This design comes from an exercise in tuning for small area on the open sky130 flow, not from production work.
Function was checked by simulation only, so behaviour that the tests miss may differ from the original.
The clock port is modelled as an ideal driver; clocking choices that lean on that would not hold on a real chip.
Power is estimated from default activity; no workload was simulated.

==> flow/design.v <==
`timescale 1ns/100ps
module usb_mon_top (
    input  logic        clk,
    input  logic        rst_n,
    input  logic [7:0]  host_rx_data,
    input  logic        host_rx_valid,
    input  logic        host_rx_sop,
    input  logic        host_rx_eop,
    input  logic [3:0]  host_rx_pid,
    input  logic        host_rx_crc_ok,
    input  logic [7:0]  dev_rx_data,
    input  logic        dev_rx_valid,
    input  logic        dev_rx_sop,
    input  logic        dev_rx_eop,
    input  logic [3:0]  dev_rx_pid,
    input  logic        dev_rx_crc_ok,
    output logic [7:0]  dev_tx_data,
    output logic        dev_tx_valid,
    output logic        dev_tx_sop,
    output logic        dev_tx_eop,
    output logic [3:0]  dev_tx_pid,
    output logic [7:0]  host_tx_data,
    output logic        host_tx_valid,
    output logic        host_tx_sop,
    output logic        host_tx_eop,
    output logic [3:0]  host_tx_pid,
    output logic [7:0]  cap_data,
    output logic        cap_modified,
    output logic [3:0]  cap_pid,
    output logic        cap_dir,
    output logic [63:0] cap_ts,
    output logic        cap_valid,
    input  logic        cap_ready,
    input  logic [63:0] timestamp,
    input  logic        event_valid,
    input  logic [7:0]  event_type,
    input  logic [7:0]  paddr,
    input  logic        psel,
    input  logic        penable,
    input  logic        pwrite,
    input  logic [31:0] pwdata,
    output logic [31:0] prdata,
    output logic        pready,
    output logic        pslverr
);
    localparam logic [2:0] ST_IDLE   = 3'd0;
    localparam logic [2:0] ST_PASS   = 3'd1;
    localparam logic [2:0] ST_STORE  = 3'd2;
    localparam logic [2:0] ST_XLATE  = 3'd3;
    localparam logic [2:0] ST_REPLAY = 3'd4;
    localparam logic [2:0] ST_DRAIN  = 3'd5;
    localparam logic [3:0] PID_SOF = 4'b0101;
    logic [2:0]   state_q;
    logic         dir_q;         
    logic [3:0]   pid_q;
    logic [63:0]  ts_q;          
    logic [6:0]   cnt_q;         
    logic [5:0]   len_q;         
    logic         mod_q;         
    logic [7:0]   mem_q [64];    
    logic         vld_q;         
    logic         sop_q;
    logic         eop_q;
    logic [7:0]   dat_q;
    logic         proxy_en_q;
    logic         store_en_q;
    logic         xlate_en_q;
    logic [6:0]   xlate_from_q;
    logic [6:0]   xlate_to_q;
    logic         crc_sticky_q;
    logic [1:0]   speed_q;
    logic [15:0]  err_cnt_q;
    logic [15:0]  frame_q;
    logic [15:0]  cap_drop_q;
    logic       in_idle, in_pass, in_store, in_xlate, in_replay, in_drain;
    logic       host_go, dev_go, start, dir_cur;
    logic [7:0] rx_data;
    logic       rx_valid, rx_sop, rx_eop;
    logic [3:0] rx_pid;
    logic       pass_pkt;
    logic       cnt_full;
    logic       is_token;
    logic       match;
    logic       crc_err;
    logic       overflow;
    logic       frame_lo_we, frame_hi_we;
    logic [63:0] sel;            
    logic [7:0]  rd_data;
    assign in_idle   = (state_q == ST_IDLE);
    assign in_pass   = (state_q == ST_PASS);
    assign in_store  = (state_q == ST_STORE);
    assign in_xlate  = (state_q == ST_XLATE);
    assign in_replay = (state_q == ST_REPLAY);
    assign in_drain  = (state_q == ST_DRAIN);
    assign host_go  = proxy_en_q && host_rx_valid && host_rx_sop;      
    assign dev_go   = proxy_en_q && dev_rx_valid && dev_rx_sop && !host_go;
    assign start    = host_go || dev_go;
    assign dir_cur  = in_idle ? dev_go : dir_q;
    assign rx_data  = dir_cur ? dev_rx_data  : host_rx_data;
    assign rx_valid = dir_cur ? dev_rx_valid : host_rx_valid;
    assign rx_sop   = dir_cur ? dev_rx_sop   : host_rx_sop;
    assign rx_eop   = dir_cur ? dev_rx_eop   : host_rx_eop;
    assign rx_pid   = dir_cur ? dev_rx_pid   : host_rx_pid;
    assign pass_pkt = (rx_pid == PID_SOF) || !store_en_q;
    assign cnt_full = cnt_q[6];          
    assign is_token = (pid_q[1:0] == 2'b01) && (pid_q[3:2] != 2'b01);
    assign match    = xlate_en_q && is_token && (len_q != '0) &&
                      (mem_q[1][6:0] == xlate_from_q);
    assign crc_err     = (host_rx_valid && host_rx_eop && !host_rx_crc_ok) ||
                         (dev_rx_valid && dev_rx_eop && !dev_rx_crc_ok);
    assign overflow    = in_store && rx_valid && cnt_full;
    assign frame_lo_we = in_pass && rx_valid && (pid_q == PID_SOF) && sel[1];
    assign frame_hi_we = in_pass && rx_valid && (pid_q == PID_SOF) && sel[2];
    always_ff @(posedge clk or negedge rst_n) begin
        if (!rst_n) begin
            state_q <= ST_IDLE;
        end else begin
            case (state_q)
                ST_IDLE: begin
                    if (start) begin
                        if (!rx_eop)        state_q <= pass_pkt ? ST_PASS : ST_STORE;
                        else if (!pass_pkt) state_q <= ST_XLATE;      
                    end
                end
                ST_PASS: begin
                    if (rx_valid && rx_eop) state_q <= ST_IDLE;
                end
                ST_STORE: begin
                    if (rx_valid && cnt_full) state_q <= rx_eop ? ST_IDLE : ST_DRAIN;
                    else if (rx_valid && rx_eop) state_q <= ST_XLATE;
                end
                ST_XLATE:  state_q <= ST_REPLAY;
                ST_REPLAY: begin
                    if (cnt_q[5:0] == len_q) state_q <= ST_IDLE;
                end
                ST_DRAIN: begin
                    if (rx_valid && rx_eop) state_q <= ST_IDLE;      
                end
                default: state_q <= ST_IDLE;
            endcase
        end
    end
    always_ff @(posedge clk) begin
        if (in_idle) begin
            dir_q <= dev_go;
            pid_q <= rx_pid;
            ts_q  <= timestamp;
        end
        if (in_idle)       cnt_q <= 7'd1;
        else if (in_xlate) cnt_q <= '0;
        else if (in_replay || rx_valid) cnt_q <= cnt_q + 1'b1;
        if (in_idle)       len_q <= '0;
        else if (in_store) len_q <= cnt_q[5:0];   
        if (in_idle)       mod_q <= 1'b0;
        else if (in_xlate) mod_q <= match;
    end
    always_comb begin
        rd_data = '0;
        for (int i = 0; i < 64; i++) begin
            sel[i]  = (cnt_q == 7'(i));
            rd_data = rd_data | ({8{sel[i]}} & mem_q[i]);
        end
    end
    always_ff @(posedge clk) begin
        if (sel[0] || in_idle) mem_q[0] <= rx_data;
        if (sel[1]) mem_q[1][7] <= rx_data[7];
        if (sel[1] || (in_xlate && match)) begin
            mem_q[1][6:0] <= in_xlate ? xlate_to_q : rx_data[6:0];
        end
    end
    for (genvar i = 2; i < 64; i++) begin : g_mem
        always_ff @(posedge clk) begin
            if (sel[i]) mem_q[i] <= rx_data;
        end
    end
    always_ff @(posedge clk or negedge rst_n) begin
        if (!rst_n) begin
            vld_q <= 1'b0;
        end else begin
            vld_q <= (in_idle && start && pass_pkt) || (in_pass && rx_valid) || in_replay;
        end
    end
    always_ff @(posedge clk) begin
        sop_q <= in_replay ? sel[0] : rx_sop;
        eop_q <= in_replay ? (cnt_q[5:0] == len_q) : rx_eop;
        dat_q <= in_replay ? rd_data : rx_data;
    end
    assign dev_tx_data   = dat_q;
    assign dev_tx_valid  = vld_q && !dir_q;
    assign dev_tx_sop    = vld_q && !dir_q && sop_q;
    assign dev_tx_eop    = vld_q && !dir_q && eop_q;
    assign dev_tx_pid    = pid_q;
    assign host_tx_data  = dat_q;
    assign host_tx_valid = vld_q && dir_q;
    assign host_tx_sop   = vld_q && dir_q && sop_q;
    assign host_tx_eop   = vld_q && dir_q && eop_q;
    assign host_tx_pid   = pid_q;
    assign cap_valid     = vld_q;
    assign cap_data      = dat_q;
    assign cap_modified  = mod_q;
    assign cap_pid       = pid_q;
    assign cap_dir       = dir_q;
    assign cap_ts        = ts_q;
    always_ff @(posedge clk or negedge rst_n) begin
        if (!rst_n) begin
            cap_drop_q <= '0;
        end else if (vld_q && !cap_ready) begin
            cap_drop_q <= cap_drop_q + 1'b1;     
        end
    end
    logic wr_en;
    logic addr_ok;
    assign pready = 1'b1;
    assign wr_en  = psel && penable && pwrite;
    always_ff @(posedge clk or negedge rst_n) begin
        if (!rst_n) begin
            proxy_en_q   <= 1'b0;
            store_en_q   <= 1'b0;
            xlate_en_q   <= 1'b0;
            xlate_from_q <= '0;
            xlate_to_q   <= '0;
            crc_sticky_q <= 1'b0;
            speed_q      <= 2'b00;
            err_cnt_q    <= '0;
            frame_q      <= '0;
        end else begin
            if (wr_en && paddr == 8'h00) begin
                proxy_en_q <= pwdata[0];
                store_en_q <= pwdata[1];
                xlate_en_q <= pwdata[2];
            end
            if (wr_en && paddr == 8'h04) begin
                xlate_from_q <= pwdata[6:0];
                xlate_to_q   <= pwdata[14:8];
            end
            if (crc_err) crc_sticky_q <= 1'b1;
            err_cnt_q <= err_cnt_q + {14'd0, crc_err && overflow, crc_err != overflow};
            if (frame_lo_we) frame_q[7:0]  <= rx_data;
            if (frame_hi_we) frame_q[15:8] <= rx_data;
            if (event_valid) begin
                case (event_type)
                    8'h01:   speed_q <= 2'b01;   
                    8'h02:   speed_q <= 2'b10;   
                    8'h03:   speed_q <= 2'b00;   
                    default: ;
                endcase
            end
        end
    end
    always_comb begin
        prdata  = '0;
        addr_ok = 1'b1;
        case (paddr)
            8'h00:   prdata = {29'd0, xlate_en_q, store_en_q, proxy_en_q};
            8'h04:   prdata = {17'd0, xlate_to_q, 1'b0, xlate_from_q};
            8'h08:   prdata = {29'd0, speed_q, crc_sticky_q};
            8'h0C:   prdata = {16'd0, err_cnt_q};
            8'h10:   prdata = {16'd0, frame_q};
            8'h14:   prdata = {16'd0, cap_drop_q};
            default: addr_ok = 1'b0;
        endcase
    end
    assign pslverr = psel && penable && !pwrite && !addr_ok;
endmodule
==> flow/flow/run.sh <==
#!/bin/bash
# Standard synthesis, then an area-oriented remap of its combinational logic only
# (every register cell and name kept), then the standard layout with the ORFS
# settings of flow/extra.mk. Each tool writes its own log in this folder.
set -euo pipefail
cat flow/extra.mk >> config.mk
echo "export POST_CTS_TCL = $PWD/flow/post_cts.tcl" >> config.mk
bash standard.sh synth > synth.log 2>&1

R=orfs/results/${FLOW_PLATFORM}/usb_mon_top/base
YOSYS=$FLOW_HOME/../tools/install/yosys/bin/yosys
[[ -x $YOSYS ]] || YOSYS=yosys
LIB=$FLOW_HOME/platforms/${FLOW_PLATFORM}/lib/sky130_fd_sc_hd__tt_025C_1v80.lib

cp $R/1_2_yosys.v std_1_2_yosys.v
sed -e "s#@LIB@#$LIB#g" flow/remap.ys > remap.ys
cp flow/remap.abc remap.abc
$YOSYS -s remap.ys > remap.log 2>&1
cp remap_1_2_yosys.v $R/1_2_yosys.v
rm -f $R/1_synth.odb $R/1_synth.sdc

bash standard.sh > standard.log 2>&1
==> flow/flow/extra.mk <==
# Smallest buffer on every port
export BUFFER_PORTS_ARGS = -buffer_cell sky130_fd_sc_hd__buf_1
# Small clock tree leaf clusters of small buffers, no dummy loads
export CTS_ARGS = -sink_clustering_enable -repair_clock_nets -dont_use_dummy_load -buf_list {sky130_fd_sc_hd__clkbuf_4} -sink_clustering_size 9 -sink_clustering_max_diameter 35
==> flow/flow/post_cts.tcl <==
# After CTS: downsize gates that have timing slack, then repair any slew or
# capacitance violations that causes, and legalize the placement again
estimate_parasitics -placement
repair_timing -recover_power 100 -verbose
repair_design -verbose -slew_margin 20 -cap_margin 20
detailed_placement
check_placement -verbose
==> flow/flow/remap.abc <==
&get -n
&st
&dch
&nf -R 1000 -p -F 10 -C 32
&put
==> flow/flow/remap.ys <==
# Remap the standard netlist's combinational cells for area; registers stay as they are
read_liberty -ignore_miss_func @LIB@
read_verilog std_1_2_yosys.v
hierarchy -top usb_mon_top
blackbox sky130_fd_sc_hd__edfxtp_1 sky130_fd_sc_hd__dfrtp_1 sky130_fd_sc_hd__dfxtp_1 sky130_fd_sc_hd__conb_1
flatten
hierarchy -top usb_mon_top
opt_clean
abc -liberty @LIB@ -dont_use sky130_fd_sc_hd__probe_p_8 -dont_use sky130_fd_sc_hd__probec_p_8 -dont_use sky130_fd_sc_hd__lpflow_bleeder_1 -dont_use sky130_fd_sc_hd__lpflow_clkbufkapwr_1 -dont_use sky130_fd_sc_hd__lpflow_clkbufkapwr_16 -dont_use sky130_fd_sc_hd__lpflow_clkbufkapwr_2 -dont_use sky130_fd_sc_hd__lpflow_clkbufkapwr_4 -dont_use sky130_fd_sc_hd__lpflow_clkbufkapwr_8 -dont_use sky130_fd_sc_hd__lpflow_clkinvkapwr_1 -dont_use sky130_fd_sc_hd__lpflow_clkinvkapwr_16 -dont_use sky130_fd_sc_hd__lpflow_clkinvkapwr_2 -dont_use sky130_fd_sc_hd__lpflow_clkinvkapwr_4 -dont_use sky130_fd_sc_hd__lpflow_clkinvkapwr_8 -dont_use sky130_fd_sc_hd__lpflow_decapkapwr_12 -dont_use sky130_fd_sc_hd__lpflow_decapkapwr_3 -dont_use sky130_fd_sc_hd__lpflow_decapkapwr_4 -dont_use sky130_fd_sc_hd__lpflow_decapkapwr_6 -dont_use sky130_fd_sc_hd__lpflow_decapkapwr_8 -dont_use sky130_fd_sc_hd__lpflow_inputiso0n_1 -dont_use sky130_fd_sc_hd__lpflow_inputiso0p_1 -dont_use sky130_fd_sc_hd__lpflow_inputiso1n_1 -dont_use sky130_fd_sc_hd__lpflow_inputiso1p_1 -dont_use sky130_fd_sc_hd__lpflow_inputisolatch_1 -dont_use sky130_fd_sc_hd__lpflow_isobufsrc_1 -dont_use sky130_fd_sc_hd__lpflow_isobufsrc_16 -dont_use sky130_fd_sc_hd__lpflow_isobufsrc_2 -dont_use sky130_fd_sc_hd__lpflow_isobufsrc_4 -dont_use sky130_fd_sc_hd__lpflow_isobufsrc_8 -dont_use sky130_fd_sc_hd__lpflow_isobufsrckapwr_16 -dont_use sky130_fd_sc_hd__lpflow_lsbuf_lh_hl_isowell_tap_1 -dont_use sky130_fd_sc_hd__lpflow_lsbuf_lh_hl_isowell_tap_2 -dont_use sky130_fd_sc_hd__lpflow_lsbuf_lh_hl_isowell_tap_4 -dont_use sky130_fd_sc_hd__lpflow_lsbuf_lh_isowell_4 -dont_use sky130_fd_sc_hd__lpflow_lsbuf_lh_isowell_tap_1 -dont_use sky130_fd_sc_hd__lpflow_lsbuf_lh_isowell_tap_2 -dont_use sky130_fd_sc_hd__lpflow_lsbuf_lh_isowell_tap_4 -dont_use sky130_fd_sc_hd__fill_1 -dont_use sky130_fd_sc_hd__fill_2 -dont_use sky130_fd_sc_hd__fill_4 -dont_use sky130_fd_sc_hd__fill_8  -script remap.abc
splitnets
opt_clean -purge
hilomap -singleton -hicell sky130_fd_sc_hd__conb_1 HI -locell sky130_fd_sc_hd__conb_1 LO
insbuf -buf sky130_fd_sc_hd__buf_4 A X
stat -liberty @LIB@
write_verilog -noattr -nohex -nodec remap_1_2_yosys.v
==> flow/standard.sh <==
#!/bin/bash
# synth_recipe.tcl (not shown) runs the flow's synth.tcl, then flattens the netlist and writes it again
# the make line also repeats each setting of config.mk as NAME=value (left out here)
make -C /OpenROAD-flow-scripts/flow DESIGN_CONFIG=/design/flow/config.mk WORK_HOME=/design/flow/orfs CLKGATE_MAP_FILE= SYNTH_SCRIPT=/design/flow/synth_recipe.tcl "${@:-finish}"
==> flow/config.mk <==
export PLATFORM = sky130hd
export DESIGN_NAME = usb_mon_top
export DESIGN_NICKNAME = usb_mon_top
export VERILOG_FILES = /design/flow/design.v
export SDC_FILE = /design/flow/constraint.sdc
export NUM_CORES = 4
export LEC_CHECK = 0
export CAP_MARGIN = 20
export CORE_MARGIN = 2
export CORE_UTILIZATION = 75
export SLEW_MARGIN = 20
# Smallest buffer on every port
export BUFFER_PORTS_ARGS = -buffer_cell sky130_fd_sc_hd__buf_1
# Small clock tree leaf clusters of small buffers, no dummy loads
export CTS_ARGS = -sink_clustering_enable -repair_clock_nets -dont_use_dummy_load -buf_list {sky130_fd_sc_hd__clkbuf_4} -sink_clustering_size 9 -sink_clustering_max_diameter 35
export POST_CTS_TCL = /design/flow/flow/post_cts.tcl
==> flow/constraint.sdc <==
create_clock -name core_clock -period 10.0 [get_ports {clk}]
set_input_delay 2.0000 -clock core_clock [delete_from_list [all_inputs] [get_ports {clk}]]
set_output_delay 2.0000 -clock core_clock [all_outputs]
set_load 0.01 [all_outputs]
==> results of run 1 <==
[state kept, by name (all words and copies together), names as in the netlist, 6 cells and up]
| name | count |
|---|---|
| err_cnt_q | 16 |
| ts_q | 64 |
| mem_q | 512 |
| xlate_to_q | 7 |
| dat_q | 8 |
| xlate_from_q | 7 |
| len_q | 6 |
| cap_drop_q | 16 |
| cnt_q | 7 |
| frame_q | 16 |
[layout make-up]
type | count | area, µm² | share of cell area [%]
inverters | 14 | 52.6 | 0.191
diodes | 10 | 25.0 | 0.0908
flip-flops and latches | 677 | 19700 | 71.5
multi-input cells | 742 | 4900 | 17.8
well taps | 442 | 553 | 2.01
repair buffers | 355 | 1600 | 5.81
clock buffers | 95 | 713 | 2.59
[worst max-delay path: cells and delay by family]
kind | cells | cell delay, ns
AND/OR/NAND/NOR | 4 | 1.56
buffers and inverters | 2 | 0.25
AO/OA/AOI/OAI | 1 | 0.26
[layer usage]
metal / wire (µm) / vias up / part of all wire (%)
li1: - / 6820 / -
met1: 22900 / 7859 / 33
met2: 31300 / 1458 / 46
met3: 9770 / 254 / 14
met4: 4680 / 0 / 6.8
met5: 0 / - / 0
[how the worst min path moves through the flow]
stage | startpoint | endpoint | slack [ns] | cells after the start
after detailed placement | mod_q$_SDFFE_PP0P_ | mod_q$_SDFFE_PP0P_ | 0.46 | 2
after global routing | mod_q$_SDFFE_PP0P_ | mod_q$_SDFFE_PP0P_ | 0.49 | 2
after floorplan | crc_sticky_q$_DFFE_PN0N_ | crc_sticky_q$_DFFE_PN0N_ | 0.44 | 1
after global placement | mod_q$_SDFFE_PP0P_ | mod_q$_SDFFE_PP0P_ | 0.44 | 2
final | mod_q$_SDFFE_PP0P_ | mod_q$_SDFFE_PP0P_ | 0.47 | 2
[where the power goes]
group          switching [W]  internal, W  leakage (nW)
clock               0.000825     0.000435         0.437
sequential          0.000119      0.00331          6.46
combinational       0.000513     0.000211          2.42
[metrics by stage]
step / total power, W / instances / instance area (µm²)
finish: 0.00541 / 2335 / 27600
floorplan: 0.00387 / 1485 / 25100
global route: 0.00559 / 2334 / 27600
global placement: 0.00415 / 2216 / 26800
detailed placement: 0.00418 / 2216 / 26800
==> flow_metrics.tcl, run 1 <==
set metrics [dict create \
    dr.pass1.iters 9 \
    post-route-min-period_ns 6.08 \
    initial_core_util_pct 76.5 \
    cts_tree "built" \
    cpMostUsedCell "buf_1" \
    rsz0062_at_grt "no" \
    endpoint_kind "primary output" \
    drive_above_1_share_pct 8.28 \
    startpoint "paddr[0]" \
    fillers 1632 \
    hold_path.class "flip-flop to flip-flop" \
    p_leak_nw 9.32 \
    grt_max_degree 55 \
    worst_pin_slew_ns 1.26 \
    r2r-end "mem_q[36][7]$_DFFE_PN_" \
    worstPathMaxFanout 16 \
    cp_slowest_cell "nor2_1" \
    layout_common_cells "edfxtp_1, buf_1, nand2_1, a222oi_1, clkbuf_4" \
    drc 0 \
    syn2layout_area_growth_pct 10.3 \
    io_buffers 258 \
    rows 66 \
    hold_slack_ns 0.471 \
    ir_drop_uv 173 \
    num-nets-final 2036 \
    clk_pin_slew_ns 0.10 \
    fmax_mhz 164 \
    core_um2 32700 \
    avgSynthCellArea_um2 17.0 \
    final_common_cell "edfxtp_1" \
    pin_count 294 \
    worstSkewPairLatency_ns 0.86 \
    met3_usage_pct 10.3 \
    routabilityCongestion 0.903 \
    die_h_um 187 \
    drt_iter0_markers 2706 \
    reg2reg_depth 7 \
    rrSetupSlack_ns 4.97 \
    cp-start-kind "input port" \
    crit_arrival_ns 4.08 \
    via_per_inst 7.02 \
    status "finished clean" \
    postSynthCellCount 1470 \
    timing.rr.start "state_q[1]$_DFFE_PN0P_" \
    worstPathCellList "buf_1, or3_1, nand2b_1, nor2_1, a222oi_1, nand2_1, buf_1" \
    use_met1_pct 53.8 \
    maxCapViolations 0 \
    crit_path_end "prdata[14]" \
    routedWlPerCell_um 29.4 \
    postRouteAntennaNets 0 \
    finalSetupViolCount 0 \
    grt_pass1_wl_mm 100 \
    use_met2_pct 60.3 \
    slew_violations 0 \
    cp.required_ns 8.00 \
    path_class "input port to primary output" \
    yosysWarnings 2 \
    cts.sinks 677 \
    place_hpwl_mm 44.5 \
    syn-cell-area_um2 25000 \
    antenna_found_initial 9 \
    pre_cts_ws_ns 4.01 \
    top_usage_layer "met2" \
    grt-ovfl-total 0 \
    relSlewSlack_pct 16.0 \
    final_util_pct 84.3 \
    die_w_um 187 \
    vias 16400 \
    period_share_pct 60.8 \
    skew_ns 0.0997 \
    setup_ws_ns 3.92 \
    max_stage_delay_ns 0.82 \
    grt_pass1_vias 15600 \
    hold_viol 0 \
    fin_setup_tns_ns 0 \
    die-area_um2 34800 \
    wl_mm 68.6 \
    power_density_nw_per_um2 196 \
    grtUsageTotal_pct 40.0 \
]
==> run 2, diff against run 1 <==
--- a/flow/config.mk
+++ b/flow/config.mk
@@ -8,5 +8,6 @@
 export CAP_MARGIN = 20
 export CORE_MARGIN = 2
-export CORE_UTILIZATION = 75
+export CORE_UTILIZATION = 60
+export PLACE_DENSITY = 0.75
 export SLEW_MARGIN = 20
 # Smallest buffer on every port
==> run 2 against run 1 <==
  * Power rose by 0.72%
  * Sequential power barely moved
  * Highest routed layer unchanged
  * First-iteration DRC count fell by 8.8%
  * Hold slack got worse by 0.017 ns
  * Core utilization fell by 17 points
==> flow_metrics.tcl, run 2 <==
set metrics [dict create \
    top_register "mem_q" \
    grt_pass1_wl_mm 100 \
    stdcell_count 2422 \
    multi_input_area_um2 4900 \
    cts.sinks 677 \
    io_buffers 258 \
    layout_common_cells "edfxtp_1, buf_1, nand2_1, a222oi_1, clkbuf_4" \
    crit_family "simple AND/OR/NAND/NOR gates" \
    period_share_pct 61.6 \
    die_w_um 208 \
    dr.pass1.iters 9 \
    status "finished clean" \
    die_h_um 208 \
    num-nets-final 2040 \
    via_per_inst 6.58 \
    met3_usage_pct 8.15 \
    max_stage_delay_ns 0.80 \
    avgSynthCellArea_um2 17.0 \
    grtUsageTotal_pct 31.7 \
    fmax_mhz 162 \
    hold_viol 0 \
    use_met1_pct 43.0 \
    postRouteAntennaNets 0 \
    cp_slowest_cell "nor2_1" \
    hold_path.class "flip-flop to flip-flop" \
    routabilityCongestion 0.931 \
    pre_cts_ws_ns 3.86 \
    die-area_um2 43300 \
    reg_top3 "mem_q: 512 flops, ts_q: 64 flops" \
    pin_count 294 \
    yosysWarnings 2 \
    final_util_pct 67.4 \
    largest_reg_flops 512 \
    fin_setup_tns_ns 0 \
    endpoint_kind "primary output" \
    worstPathCellList "buf_1, or3_1, nand2b_1, nor2_1, a222oi_1, nand2_1, buf_1" \
    rsz0062_at_grt "no" \
    ir_drop_uv 154 \
    crit_buf_inv 2 \
    antenna_found_initial 3 \
    regArea_um2 19700 \
    crit_arrival_ns 4.16 \
    routedWlPerCell_um 28.0 \
    dp_cells 2308 \
    worstSkewPairLatency_ns 0.88 \
    drive_above_1_share_pct 7.90 \
    rows 74 \
    maxCapViolations 0 \
    top_usage_layer "met2" \
    core_um2 41000 \
    worstPathMaxFanout 16 \
    initial_core_util_pct 61.0 \
    skew_ns 0.105 \
    post-route-min-period_ns 6.16 \
    cpMostUsedCell "buf_1" \
    finalSetupViolCount 0 \
    setup_ws_ns 3.84 \
    use_met2_pct 49.5 \
    p_leak_nw 9.30 \
    path_class "input port to primary output" \
    syn2layout_area_growth_pct 10.6 \
    fillers 2857 \
    grt_pass1_vias 15400 \
    relSlewSlack_pct 19.4 \
    cp-start-kind "input port" \
    vias 15900 \
    final_common_cell "edfxtp_1" \
    place_hpwl_mm 45.1 \
    grt-ovfl-total 0 \
    worst_pin_slew_ns 1.21 \
    postSynthCellCount 1470 \
    slew_violations 0 \
    cp.required_ns 8.00 \
    wl_mm 67.7 \
    grt_max_degree 45 \
    syn-cell-area_um2 25000 \
    drc 0 \
    hold_slack_ns 0.454 \
    power_density_nw_per_um2 197 \
    drt_iter0_markers 2467 \
    cts_tree "built" \
    clk_pin_slew_ns 0.08 \
]
## run 2: path summary, 6_finish.rpt
check	from	end	slack, ns	cells after the start
setup / recovery	paddr[6]	prdata[4]	3.84	7
hold / removal	mod_q$_SDFFE_PP0P_	mod_q$_SDFFE_PP0P_	0.45	2
setup reg to reg	state_q[1]$_DFFE_PN0P_	mem_q[7][4]$_DFFE_PN_	5.55	8
hold reg to reg	mod_q$_SDFFE_PP0P_	mod_q$_SDFFE_PP0P_	0.45	2
max in group asynchronous	rst_n	vld_q$_DFF_PN0_	8.18	2
min in group asynchronous	rst_n	xlate_to_q[0]$_DFFE_PN0P_	1.20	1
## run 2: cell type report
cell class	instances	share of cell area [%]
antenna	3	0.0272
clock buffer	102	2.77
inverter	14	0.190
multi-input combinational	742	17.7
sequential	677	71.3
tap	532	2.41
timing repair buffer	352	5.57
## run 2: worst reg2reg max path, stage by stage, from the launching register on
cell      delay, ns
dfrtp_1        0.45
or3_1          0.56
a211oi_1       0.33
a21oi_2        0.06
clkbuf_2       0.39
mux2i_1        0.35
clkbuf_1       0.54
clkinv_1       0.69
clkbuf_2       0.62
## run 2: report_power, final
part | leakage (nW) | internal, W | switching (W)
registers | 6.46 | 0.00331 | 0.000121
logic | 2.37 | 0.000203 | 0.000506
clock network | 0.469 | 0.000465 | 0.000845
total | 9.30 | 0.00398 | 0.00147
## run 2: metal layers
metal | vias up | routed length [µm]
met2 | 1151 | 31600
met1 | 7790 | 24900
met3 | 172 | 8530
met4 | 0 | 2680
met5 | - | 0
li1 | 6831 | -
## run 2: stage by stage
stage	area (µm²)	power, W
final	27700	0.00545
after global routing	27700	0.00565
after detailed placement	27000	0.00418
after global placement	27000	0.00416
after floorplan	25100	0.00387
==> run 3, diff against run 2 <==
--- a/flow/flow/run.sh
+++ b/flow/flow/run.sh
@@ -5,5 +5,4 @@
 set -euo pipefail
 cat flow/extra.mk >> config.mk
-echo "export POST_CTS_TCL = $PWD/flow/post_cts.tcl" >> config.mk
 bash standard.sh synth > synth.log 2>&1
 
@@ -15,5 +14,5 @@
 cp $R/1_2_yosys.v std_1_2_yosys.v
 sed -e "s#@LIB@#$LIB#g" flow/remap.ys > remap.ys
-cp flow/remap.abc remap.abc
+cp flow/remap.abc flow/remap.constr .
 $YOSYS -s remap.ys > remap.log 2>&1
 cp remap_1_2_yosys.v $R/1_2_yosys.v
==> flow/flow/remap.abc (replaced) <==
&get -n
&st
&dch
&nf -R 1000 -p -F 10 -C 32
&put
topo
stime -c
upsize -c
dnsize -c
==> flow/flow/remap.constr (new file) <==
set_driving_cell sky130_fd_sc_hd__inv_2
set_load 10.0
==> flow/flow/remap.ys (replaced) <==
# Remap the standard netlist's combinational cells for area; registers stay as they are
read_liberty -ignore_miss_func @LIB@
read_verilog std_1_2_yosys.v
hierarchy -top usb_mon_top
blackbox sky130_fd_sc_hd__edfxtp_1 sky130_fd_sc_hd__dfrtp_1 sky130_fd_sc_hd__dfxtp_1 sky130_fd_sc_hd__conb_1
flatten
hierarchy -top usb_mon_top
opt_clean
abc -liberty @LIB@ -dont_use sky130_fd_sc_hd__probe_p_8 -dont_use sky130_fd_sc_hd__probec_p_8 -dont_use sky130_fd_sc_hd__lpflow_bleeder_1 -dont_use sky130_fd_sc_hd__lpflow_clkbufkapwr_1 -dont_use sky130_fd_sc_hd__lpflow_clkbufkapwr_16 -dont_use sky130_fd_sc_hd__lpflow_clkbufkapwr_2 -dont_use sky130_fd_sc_hd__lpflow_clkbufkapwr_4 -dont_use sky130_fd_sc_hd__lpflow_clkbufkapwr_8 -dont_use sky130_fd_sc_hd__lpflow_clkinvkapwr_1 -dont_use sky130_fd_sc_hd__lpflow_clkinvkapwr_16 -dont_use sky130_fd_sc_hd__lpflow_clkinvkapwr_2 -dont_use sky130_fd_sc_hd__lpflow_clkinvkapwr_4 -dont_use sky130_fd_sc_hd__lpflow_clkinvkapwr_8 -dont_use sky130_fd_sc_hd__lpflow_decapkapwr_12 -dont_use sky130_fd_sc_hd__lpflow_decapkapwr_3 -dont_use sky130_fd_sc_hd__lpflow_decapkapwr_4 -dont_use sky130_fd_sc_hd__lpflow_decapkapwr_6 -dont_use sky130_fd_sc_hd__lpflow_decapkapwr_8 -dont_use sky130_fd_sc_hd__lpflow_inputiso0n_1 -dont_use sky130_fd_sc_hd__lpflow_inputiso0p_1 -dont_use sky130_fd_sc_hd__lpflow_inputiso1n_1 -dont_use sky130_fd_sc_hd__lpflow_inputiso1p_1 -dont_use sky130_fd_sc_hd__lpflow_inputisolatch_1 -dont_use sky130_fd_sc_hd__lpflow_isobufsrc_1 -dont_use sky130_fd_sc_hd__lpflow_isobufsrc_16 -dont_use sky130_fd_sc_hd__lpflow_isobufsrc_2 -dont_use sky130_fd_sc_hd__lpflow_isobufsrc_4 -dont_use sky130_fd_sc_hd__lpflow_isobufsrc_8 -dont_use sky130_fd_sc_hd__lpflow_isobufsrckapwr_16 -dont_use sky130_fd_sc_hd__lpflow_lsbuf_lh_hl_isowell_tap_1 -dont_use sky130_fd_sc_hd__lpflow_lsbuf_lh_hl_isowell_tap_2 -dont_use sky130_fd_sc_hd__lpflow_lsbuf_lh_hl_isowell_tap_4 -dont_use sky130_fd_sc_hd__lpflow_lsbuf_lh_isowell_4 -dont_use sky130_fd_sc_hd__lpflow_lsbuf_lh_isowell_tap_1 -dont_use sky130_fd_sc_hd__lpflow_lsbuf_lh_isowell_tap_2 -dont_use sky130_fd_sc_hd__lpflow_lsbuf_lh_isowell_tap_4 -dont_use sky130_fd_sc_hd__fill_1 -dont_use sky130_fd_sc_hd__fill_2 -dont_use sky130_fd_sc_hd__fill_4 -dont_use sky130_fd_sc_hd__fill_8  -D 8000 -constr remap.constr -script remap.abc
splitnets
opt_clean -purge
hilomap -singleton -hicell sky130_fd_sc_hd__conb_1 HI -locell sky130_fd_sc_hd__conb_1 LO
insbuf -buf sky130_fd_sc_hd__buf_4 A X
stat -liberty @LIB@
write_verilog -noattr -nohex -nodec remap_1_2_yosys.v
--- a/flow/config.mk
+++ b/flow/config.mk
@@ -8,6 +8,5 @@
 export CAP_MARGIN = 20
 export CORE_MARGIN = 2
-export CORE_UTILIZATION = 60
-export PLACE_DENSITY = 0.75
+export CORE_UTILIZATION = 40
 export SLEW_MARGIN = 20
 # Smallest buffer on every port
@@ -15,3 +14,2 @@
 # Small clock tree leaf clusters of small buffers, no dummy loads
 export CTS_ARGS = -sink_clustering_enable -repair_clock_nets -dont_use_dummy_load -buf_list {sky130_fd_sc_hd__clkbuf_4} -sink_clustering_size 9 -sink_clustering_max_diameter 35
-export POST_CTS_TCL = /design/flow/flow/post_cts.tcl
removed: flow/flow/post_cts.tcl
==> run 3 against run 2 <==
  * Core utilization decreased by 22 points
  * Sequential power about the same
  * Combinational power increased by 2%
  * Largest cell class unchanged
  * Highest routed layer is now met5
==> flow_metrics.tcl, run 3 <==
set metrics [dict create \
    finalSetupViolCount 0 \
    via_per_inst 5.81 \
    place_hpwl_mm 47.4 \
    power_density_nw_per_um2 196 \
    post-route-min-period_ns 6.03 \
    routabilityCongestion 0.844 \
    dp_cells 2610 \
    drt_iter0_markers 1976 \
    maxCapViolations 0 \
    initial_core_util_pct 40.6 \
    reg_top3 "mem_q: 512 flops, ts_q: 64 flops" \
    timing.rr.start "cnt_q[6]$_SDFFE_PP0P_" \
    yosysWarnings 2 \
    skew_ns 0.146 \
    startpoint "paddr[7]" \
    hold_buffers 0 \
    final_util_pct 45.7 \
    cts_resized 0 \
    vias 15800 \
    worst_pin_slew_ns 1.05 \
    worstPathMaxFanout 13 \
    syn-cell-area_um2 25100 \
    grt_pass1_wl_mm 102 \
    routedWlPerCell_um 26.4 \
    fillers 5442 \
    place_area_um2 27400 \
    min_from "cap_drop_q[15]$_DFFE_PN0P_" \
    wl_met1_mm 28.1 \
    status "finished clean" \
    clk_pin_slew_ns 0.06 \
    fmax_mhz 166 \
    antenna_found_initial 4 \
    grtUsageTotal_pct 21.9 \
    stdcell_count 2724 \
    layout_common_cells "edfxtp_1, buf_1, clkbuf_4" \
    pre_cts_ws_ns 3.87 \
    die_w_um 254 \
    final_common_cell "edfxtp_1" \
    die_h_um 254 \
    num-nets-final 2038 \
    final_cell_area_um2 28300 \
    fin_setup_tns_ns 0 \
    cts_root_buf "clkbuf_4" \
    cp.required_ns 8.00 \
    worstSkewPairLatency_ns 0.91 \
    cts.sinks 677 \
    top_register "mem_q" \
    htreeDepth 3 \
    largest_reg_flops 512 \
    ir_drop_uv 91.0 \
    highest_layer "met5" \
    met3_length_mm 8.04 \
    pin_count 294 \
    period_share_pct 60.3 \
    postSynthCellCount 1470 \
    path_class "input port to primary output" \
    cp-start-kind "input port" \
    cts-buffers-inserted 110 \
    rows 91 \
    avgSynthCellArea_um2 17.1 \
    cts_tree "built" \
    endpoint_kind "primary output" \
    io_buffers 258 \
    drc 0 \
    slew_violations 0 \
    relSlewSlack_pct 29.9 \
    hold_path.class "flip-flop to flip-flop" \
    p_leak_nw 9.53 \
    hold_viol 0 \
    postRouteAntennaNets 0 \
    dr.pass1.iters 8 \
    grt-ovfl-total 0 \
    clock_path_buffers 3 \
    die-area_um2 64700 \
    drive_above_1_share_pct 11.1 \
    setup_ws_ns 3.97 \
    syn2layout_area_growth_pct 12.6 \
    grt_max_degree 73 \
    wl_mm 72.0 \
    crit_arrival_ns 4.03 \
    rsz0062_at_grt "no" \
    core_um2 61800 \
    postCtsSetupBuffers 0 \
    grt_pass1_vias 15200 \
    wl_met2_mm 33.0 \
]
-- run 3: cell type report --
class                   count  area (µm²)  share of cell area [%]
multi-input cells         742        4990                    17.6
inverters                  14        52.6                   0.186
repair buffers            342        1620                    5.74
clock buffers             110         826                    2.92
diodes                      2        5.00                  0.0177
well taps                 837        1050                    3.71
flip-flops and latches    677       19700                    69.8
-- run 3: metrics by stage --
stage                     hold slack [ns]  power, W
after floorplan                     0.443   0.00388
after global placement              0.443   0.00420
after detailed placement            0.480   0.00422
after CTS                           0.493   0.00558
after global routing                0.507   0.00576
final                               0.483   0.00554
-- run 3: power by group --
| group | switching (W) | internal, W |
|---|---|---|
| sequential | 0.000123 | 0.00331 |
| clock | 0.000879 | 0.000499 |
| combinational | 0.000520 | 0.000200 |
-- run 3: critical path, stage by stage --
cell and delay [ns]:
buf_1 0.07, or3_1 0.43, nor2_1 0.11, nand3_1 0.16, nor2b_1 0.74, a221o_1 0.30
buf_1 0.21
-- run 3: final timing paths --
path / to / slack, ns / depth (start not counted)
max in group asynchronous: state_q[1]$_DFFE_PN0P_ / 8.26 / 2
min in group asynchronous: cap_drop_q[5]$_DFFE_PN0P_ / 1.04 / 1
hold reg to reg: cap_drop_q[15]$_DFFE_PN0P_ / 0.48 / 1
setup / recovery: prdata[8] / 3.97 / 7
hold / removal: cap_drop_q[15]$_DFFE_PN0P_ / 0.48 / 1
setup reg to reg: dat_q[3]$_DFF_P_ / 6.17 / 11
-- run 3: routing by layer --
layer / global-route usage (%) / vias to the layer above
met1: 28.4 / 7897
met4: 8.57 / 4
met5: 0 / -
li1: - / 6828
met3: 6.47 / 162
met2: 34.7 / 924

afterwards: timing with drivers on the ports:
The flow's constraints put no driver on any port. The routed layouts listed below were extracted and timed again, unchanged, in two steps.
Step 1 sets driving cells, clkbuf_16 on the clock port and buf_2 on the other inputs (assumed; they add their load-dependent delay and slew).
Step 2, shift: input delay + t, output delay - t, t = (earliest + latest rising clock arrival at the registers) / 2. This alone moves slack from input paths to output paths.
Slacks: ideal ports / drivers / drivers and shift; pairs: ideal ports / drivers.
run | shift t [ns] | setup slack, ns | worst setup path at the end | latest minus earliest clock arrival (ns) | worst slew at a driven data input, ns
run 1 | 0.855 | 3.920 / 3.882 / 3.676 | input to register | 0.126 / 0.126 | 0.11
run 2 | 0.878 | 3.840 / 3.818 / 3.818 | input to output | 0.120 / 0.120 | 0.12
run 3 | 0.888 | 3.965 / 3.943 / 3.943 | input to output | 0.151 / 0.152 | 0.11
After both steps setup and hold are still met in every run listed. For run 1, which loses most, drivers alone change the setup slack by -0.038 ns; drivers and shift together by -0.244 ns.
